What follows belongs to an exercise in optimizing a design on an open flow for small area; a production flow would make more cautious choices.
Function was checked by simulation only, so behaviour that the tests miss may differ from the original.
No activity file was given, so power comes from the tool's default toggle rates. No driver is modelled on the clock port, so clocking that relies on it looks cheaper here than on a real chip.

==> run a <==
==> flow/design.v <==
`timescale 1ns/1ps
`default_nettype none
package minhash_pkg;
   localparam int NUM_HASH = 16;
   localparam int COEF_W   = 32;
   localparam int SIM_W    = 5;
   localparam int IDX_W    = 5;
   typedef enum logic [1:0] {
      ST_IDLE  = 2'd0,
      ST_ISSUE = 2'd1,
      ST_WAIT  = 2'd2,
      ST_DONE  = 2'd3
   } state_t;
endpackage
`default_nettype wire
`timescale 1ns/1ps
`default_nettype none
module minhash_coef_table #(
   parameter int NUM_HASH = 16,
   parameter int COEF_W   = 32
) (
   input  logic              clk,
   input  logic              rstN,
   input  logic              wr_en,
   input  logic [4:0]        wr_addr,
   input  logic [COEF_W-1:0] wr_a,
   input  logic [COEF_W-1:0] wr_b,
   input  logic [3:0]        rd_addr,
   output logic [COEF_W-1:0] rd_a,
   output logic [COEF_W-1:0] rd_b
);
   logic [COEF_W-1:0]   mem_a [NUM_HASH];
   logic [COEF_W-1:0]   mem_b [NUM_HASH];
   logic [NUM_HASH-1:0] valid;
   logic [NUM_HASH-1:0] wr_sel;
   logic [NUM_HASH-1:0] rd_sel;
   always_comb begin
      for (int i = 0; i < NUM_HASH; i++) begin
         wr_sel[i] = wr_en && (wr_addr == 5'(i));
         rd_sel[i] = valid[i] && (rd_addr == 4'(i));
      end
   end
   always_ff @(posedge clk) begin
      for (int i = 0; i < NUM_HASH; i++) begin
         if (wr_sel[i]) begin
            mem_a[i] <= wr_a;
            mem_b[i] <= wr_b;
         end
      end
   end
   always_ff @(posedge clk) begin
      if (rstN) valid <= '0;
      else      valid <= valid | wr_sel;
   end
   logic [COEF_W-1:0] ga [4];
   logic [COEF_W-1:0] gb [4];
   always_comb begin
      for (int g = 0; g < 4; g++) begin
         ga[g] = '0; gb[g] = '0;
         for (int e = 0; e < 4; e++) begin
            ga[g] = ga[g] | (mem_a[4*g+e] & {COEF_W{rd_sel[4*g+e]}});
            gb[g] = gb[g] | (mem_b[4*g+e] & {COEF_W{rd_sel[4*g+e]}});
         end
      end
      rd_a = (ga[0] | ga[1]) | (ga[2] | ga[3]);
      rd_b = (gb[0] | gb[1]) | (gb[2] | gb[3]);
   end
endmodule
`default_nettype wire
`timescale 1ns/1ps
`default_nettype none
module minhash_scheduler #(
   parameter int NUM_HASH = minhash_pkg::NUM_HASH,
   parameter int COEF_W   = minhash_pkg::COEF_W
) (
   input  logic                          clk,
   input  logic                          rstN,
   input  logic                          start,
   input  logic                          coefWrEn,
   input  logic [4:0]                    coefWrAddr,
   input  logic [COEF_W-1:0]             coefWrA,
   input  logic [COEF_W-1:0]             coefWrB,
   output logic [COEF_W-1:0]             randA,
   output logic [COEF_W-1:0]             randB,
   output logic                          hashValid,
   input  logic                          dpReady,
   input  logic                          matchValid,
   input  logic                          matchBit,
   output logic                          busy,
   output logic                          done,
   output logic [minhash_pkg::SIM_W-1:0] jaccardSimilarity
);
   logic [3:0] issue_idx;
   logic [3:0] result_cnt;    
   logic [3:0] match_cnt;     
   logic [4:0] match_next;
   logic       run;
   logic       count_result;
   logic       last_result;
   assign run          = busy && !done;
   assign count_result = run && matchValid;
   assign last_result  = count_result && (result_cnt == 4'd15);
   assign match_next   = {1'b0, match_cnt} + {4'd0, matchBit};
   minhash_coef_table #(
      .NUM_HASH (NUM_HASH),
      .COEF_W   (COEF_W)
   ) u_table (
      .clk     (clk),
      .rstN    (rstN),
      .wr_en   (coefWrEn && !busy),
      .wr_addr (coefWrAddr),
      .wr_a    (coefWrA),
      .wr_b    (coefWrB),
      .rd_addr (issue_idx),
      .rd_a    (randA),
      .rd_b    (randB)
   );
   always_ff @(posedge clk) begin
      if (rstN) begin
         busy              <= 1'b0;
         done              <= 1'b0;
         hashValid         <= 1'b0;
         result_cnt        <= '0;
         match_cnt         <= '0;
         jaccardSimilarity <= '0;
      end else begin
         if (!busy) begin
            if (start) begin
               busy      <= 1'b1;
               hashValid <= 1'b1;
            end
         end else if (done) begin
            busy <= 1'b0;
            done <= 1'b0;
         end else begin
            if (hashValid && dpReady && (issue_idx == 4'd15))
               hashValid <= 1'b0;
            if (count_result) begin
               result_cnt <= result_cnt + 4'd1;
               match_cnt  <= match_next[3:0];
            end
            if (last_result) begin
               hashValid         <= 1'b0;
               done              <= 1'b1;
               match_cnt         <= '0;
               jaccardSimilarity <= match_next;
            end
         end
      end
   end
   always_ff @(posedge clk) begin
      if (!busy)
         issue_idx <= '0;
      else if (hashValid && dpReady)
         issue_idx <= issue_idx + 4'd1;
   end
endmodule
`default_nettype wire
==> flow/flow/run.sh <==
#!/bin/bash
# Standard layout with three changes:
#  - synthesis maps logic with an area-recovering ABC script (flow/area.abc)
#    instead of ORFS's speed script; everything else in the synthesis,
#    including synth_recipe.tcl's flatten and rename, is unchanged;
#  - the port buffers are the smallest buffer (sky130_fd_sc_hd__buf_1);
#  - the clock tree uses larger sink clusters without dummy loads.
set -euo pipefail
W=$(pwd)
sed 's#log_cmd abc {\*}$abc_args#log_cmd abc {*}[lreplace $abc_args 1 1 '"$W"'/flow/area.abc]#' \
  "$FLOW_HOME/scripts/synth.tcl" > "$W/flow_synth.tcl"
grep -q 'flow/area.abc' "$W/flow_synth.tcl"
sed "s#\$::env(SCRIPTS_DIR)/synth.tcl#$W/flow_synth.tcl#" synth_recipe.tcl > "$W/flow_synth_recipe.tcl"
grep -q 'flow_synth.tcl' "$W/flow_synth_recipe.tcl"
bash standard.sh \
  SYNTH_SCRIPT="$W/flow_synth_recipe.tcl" \
  BUFFER_PORTS_ARGS="-buffer_cell sky130_fd_sc_hd__buf_1" \
  CTS_ARGS="-sink_clustering_enable -repair_clock_nets -buf_list sky130_fd_sc_hd__clkbuf_16 -sink_clustering_size 30 -sink_clustering_max_diameter 100 -dont_use_dummy_load" \
  finish > standard_flow.log 2>&1
==> flow/flow/area.abc <==
&get -n
&st
&syn2
&dch
&nf -R 1000
&put
==> flow/standard.sh <==
#!/bin/bash
# synth_recipe.tcl (not shown) runs the flow's synth.tcl, then flattens the netlist and writes it again
# the make line also repeats each setting of config.mk as NAME=value (left out here)
make -C /OpenROAD-flow-scripts/flow DESIGN_CONFIG=/design/flow/config.mk WORK_HOME=/design/flow/orfs CLKGATE_MAP_FILE= SYNTH_SCRIPT=/design/flow/synth_recipe.tcl "${@:-finish}"
==> flow/config.mk <==
export PLATFORM = sky130hd
export DESIGN_NAME = minhash_scheduler
export DESIGN_NICKNAME = minhash_scheduler
export VERILOG_FILES = /design/flow/design.v
export SDC_FILE = /design/flow/constraint.sdc
export NUM_CORES = 4
export LEC_CHECK = 0
export CAP_MARGIN = 20
export CORE_MARGIN = 2
export CORE_UTILIZATION = 40
export PLACE_DENSITY = 0.9
export SLEW_MARGIN = 20
==> flow/constraint.sdc <==
create_clock -name core_clock -period 5.0 [get_ports {clk}]
set_input_delay 1.0000 -clock core_clock [delete_from_list [all_inputs] [get_ports {clk}]]
set_output_delay 1.0000 -clock core_clock [all_outputs]
set_load 0.01 [all_outputs]
==> run b: changes against run a <==
==> flow/flow/run.sh (replaced) <==
#!/bin/bash
# Standard layout, with two changes: the port buffers are the smallest buffer
# (sky130_fd_sc_hd__buf_1) and the clock tree uses larger sink clusters
# without dummy loads.
set -euo pipefail
bash standard.sh \
  BUFFER_PORTS_ARGS="-buffer_cell sky130_fd_sc_hd__buf_1" \
  CTS_ARGS="-sink_clustering_enable -repair_clock_nets -buf_list sky130_fd_sc_hd__clkbuf_16 -sink_clustering_size 30 -sink_clustering_max_diameter 100 -dont_use_dummy_load" \
  finish > standard_flow.log 2>&1
- CAP_MARGIN: 20 -> 5
- PLACE_DENSITY: 0.9 -> not set
- SLEW_MARGIN: 20 -> 5
removed: flow/flow/area.abc
==> run c: changes against run a <==
--- a/flow/flow/run.sh
+++ b/flow/flow/run.sh
@@ -16,4 +16,4 @@
   SYNTH_SCRIPT="$W/flow_synth_recipe.tcl" \
   BUFFER_PORTS_ARGS="-buffer_cell sky130_fd_sc_hd__buf_1" \
-  CTS_ARGS="-sink_clustering_enable -repair_clock_nets -buf_list sky130_fd_sc_hd__clkbuf_16 -sink_clustering_size 30 -sink_clustering_max_diameter 100 -dont_use_dummy_load" \
+  CTS_ARGS="-sink_clustering_enable -repair_clock_nets -buf_list sky130_fd_sc_hd__clkbuf_16 -sink_clustering_size 34 -sink_clustering_max_diameter 90 -dont_use_dummy_load" \
   finish > standard_flow.log 2>&1
- CORE_UTILIZATION: 40 -> 60
- PLACE_DENSITY: 0.9 -> 0.8
==> run d: changes against run a <==
==> flow/flow/run.sh (replaced) <==
#!/bin/bash
# Standard layout, with two changes: the port buffers are the smallest buffer
# (sky130_fd_sc_hd__buf_1) and the clock tree uses larger sink clusters
# without dummy loads.
set -euo pipefail
bash standard.sh \
  BUFFER_PORTS_ARGS="-buffer_cell sky130_fd_sc_hd__buf_1" \
  CTS_ARGS="-sink_clustering_enable -repair_clock_nets -buf_list sky130_fd_sc_hd__clkbuf_16 -sink_clustering_size 30 -sink_clustering_max_diameter 100 -dont_use_dummy_load" \
  finish > standard_flow.log 2>&1
- PLACE_DENSITY: 0.9 -> not set
removed: flow/flow/area.abc
==> comparison table <==
metric	run d	run c	run b	run a
Status	no timing/DRC/antenna violations	no timing/DRC/antenna violations	no timing/DRC/antenna violations	no timing/DRC/antenna violations
Share of total power in the clock network	28.4%	27.1%	28.4%	28.6%
Power dissipated by switching net loads	2660 uW	2540 uW	2660 uW	2640 uW
Final WL	92,900 um	88,700 um	92,800 um	95,800 um
Setup crit start	issue_idx[2]$_SDFFE_PN0N_	issue_idx[2]$_SDFFE_PN0N_	issue_idx[0]$_SDFFE_PN0N_	issue_idx[2]$_SDFFE_PN0N_
Internal Power	11,300 uW	11,200 uW	11,300 uW	11,400 uW
Synthesized-area fraction occupied by adder cells	0.232%	0.237%	0.232%	0.237%
Power consumed by combinational cells	218 uW	217 uW	218 uW	222 uW
Fraction of area in registers	76.4%	78.2%	76.5%	76.7%
End point of the worst hold path	jaccardSimilarity[4]$_SDFFE_PP0P_	done$_SDFFE_PP0P_	jaccardSimilarity[4]$_SDFFE_PP0P_	u_table.valid[9]$_SDFF_PP0_
Fraction of the core area covered by cells at the end of the flow	44.1%	66.4%	44.0%	44.8%
Clock tree skew after final layout	0.0390 ns	0.0639 ns	0.0409 ns	0.0729 ns
Number of global-route vias before repair	19,900	20,500	19,900	20,700
Cell area after placement	40,100 um2	39,300 um2	40,100 um2	39,900 um2
Signal buffers share of area	2.90%	2.86%	2.84%	3.25%
Crit path buf inv count	2	2	3	2
Inst Count DP	3,297	2,806	3,297	3,217
Wire length on met3	7220 um	11,800 um	7060 um	12,500 um
Met1 usage in global routing	26.3%	38.4%	26.3%	25.7%
Worst min-delay path startpoint	jaccardSimilarity[4]$_SDFFE_PP0P_	done$_SDFFE_PP0P_	jaccardSimilarity[4]$_SDFFE_PP0P_	u_table.valid[9]$_SDFF_PP0_
CORE AREA	93,500 um2	60,600 um2	93,500 um2	91,700 um2
Via count of the routed design	19,900	20,600	19,800	21,000
Capturing point of the worst reg2reg path	u_table.mem_b[13][13]$_DFFE_PP_	u_table.mem_b[11][11]$_DFFE_PP_	u_table.mem_b[13][18]$_DFFE_PP_	u_table.mem_a[1][20]$_DFFE_PP_

-- static timing again, ports no longer ideal --
In the flow no input, the clock included, has a driving cell. The finished layouts below were timed again as built, in two steps.
Step 1 (the two cells are an assumption about what drives the block):
set clk [get_ports {clk}]
set_driving_cell -lib_cell sky130_fd_sc_hd__clkbuf_16 $clk
set_driving_cell -lib_cell sky130_fd_sc_hd__buf_2 [delete_from_list [all_inputs] $clk]
Step 2 adds t to the input delays and takes it off the output delays; t is the mean of the earliest and latest rising clock arrival at the registers after step 1. Input paths then give back, and output paths get back, about the clock's delay inside the block.
Slacks: no drivers / after step 1 / after step 2; pairs: no drivers / after step 1.
| run | t (ns) | setup WS [ns] | worst setup path at the end | cell pins on the clock port's net |
|---|---|---|---|---|
| run a | 0.649 | 0.609 / 0.545 / 1.195 | register to output | 1 |
| run b | 0.659 | 0.617 / 0.551 / 1.210 | register to output | 1 |
| run c | 0.644 | 0.465 / 0.404 / 1.048 | register to output | 1 |
| run d | 0.659 | 0.682 / 0.616 / 1.276 | register to output | 1 |
After both steps setup and hold are still met in every run listed.
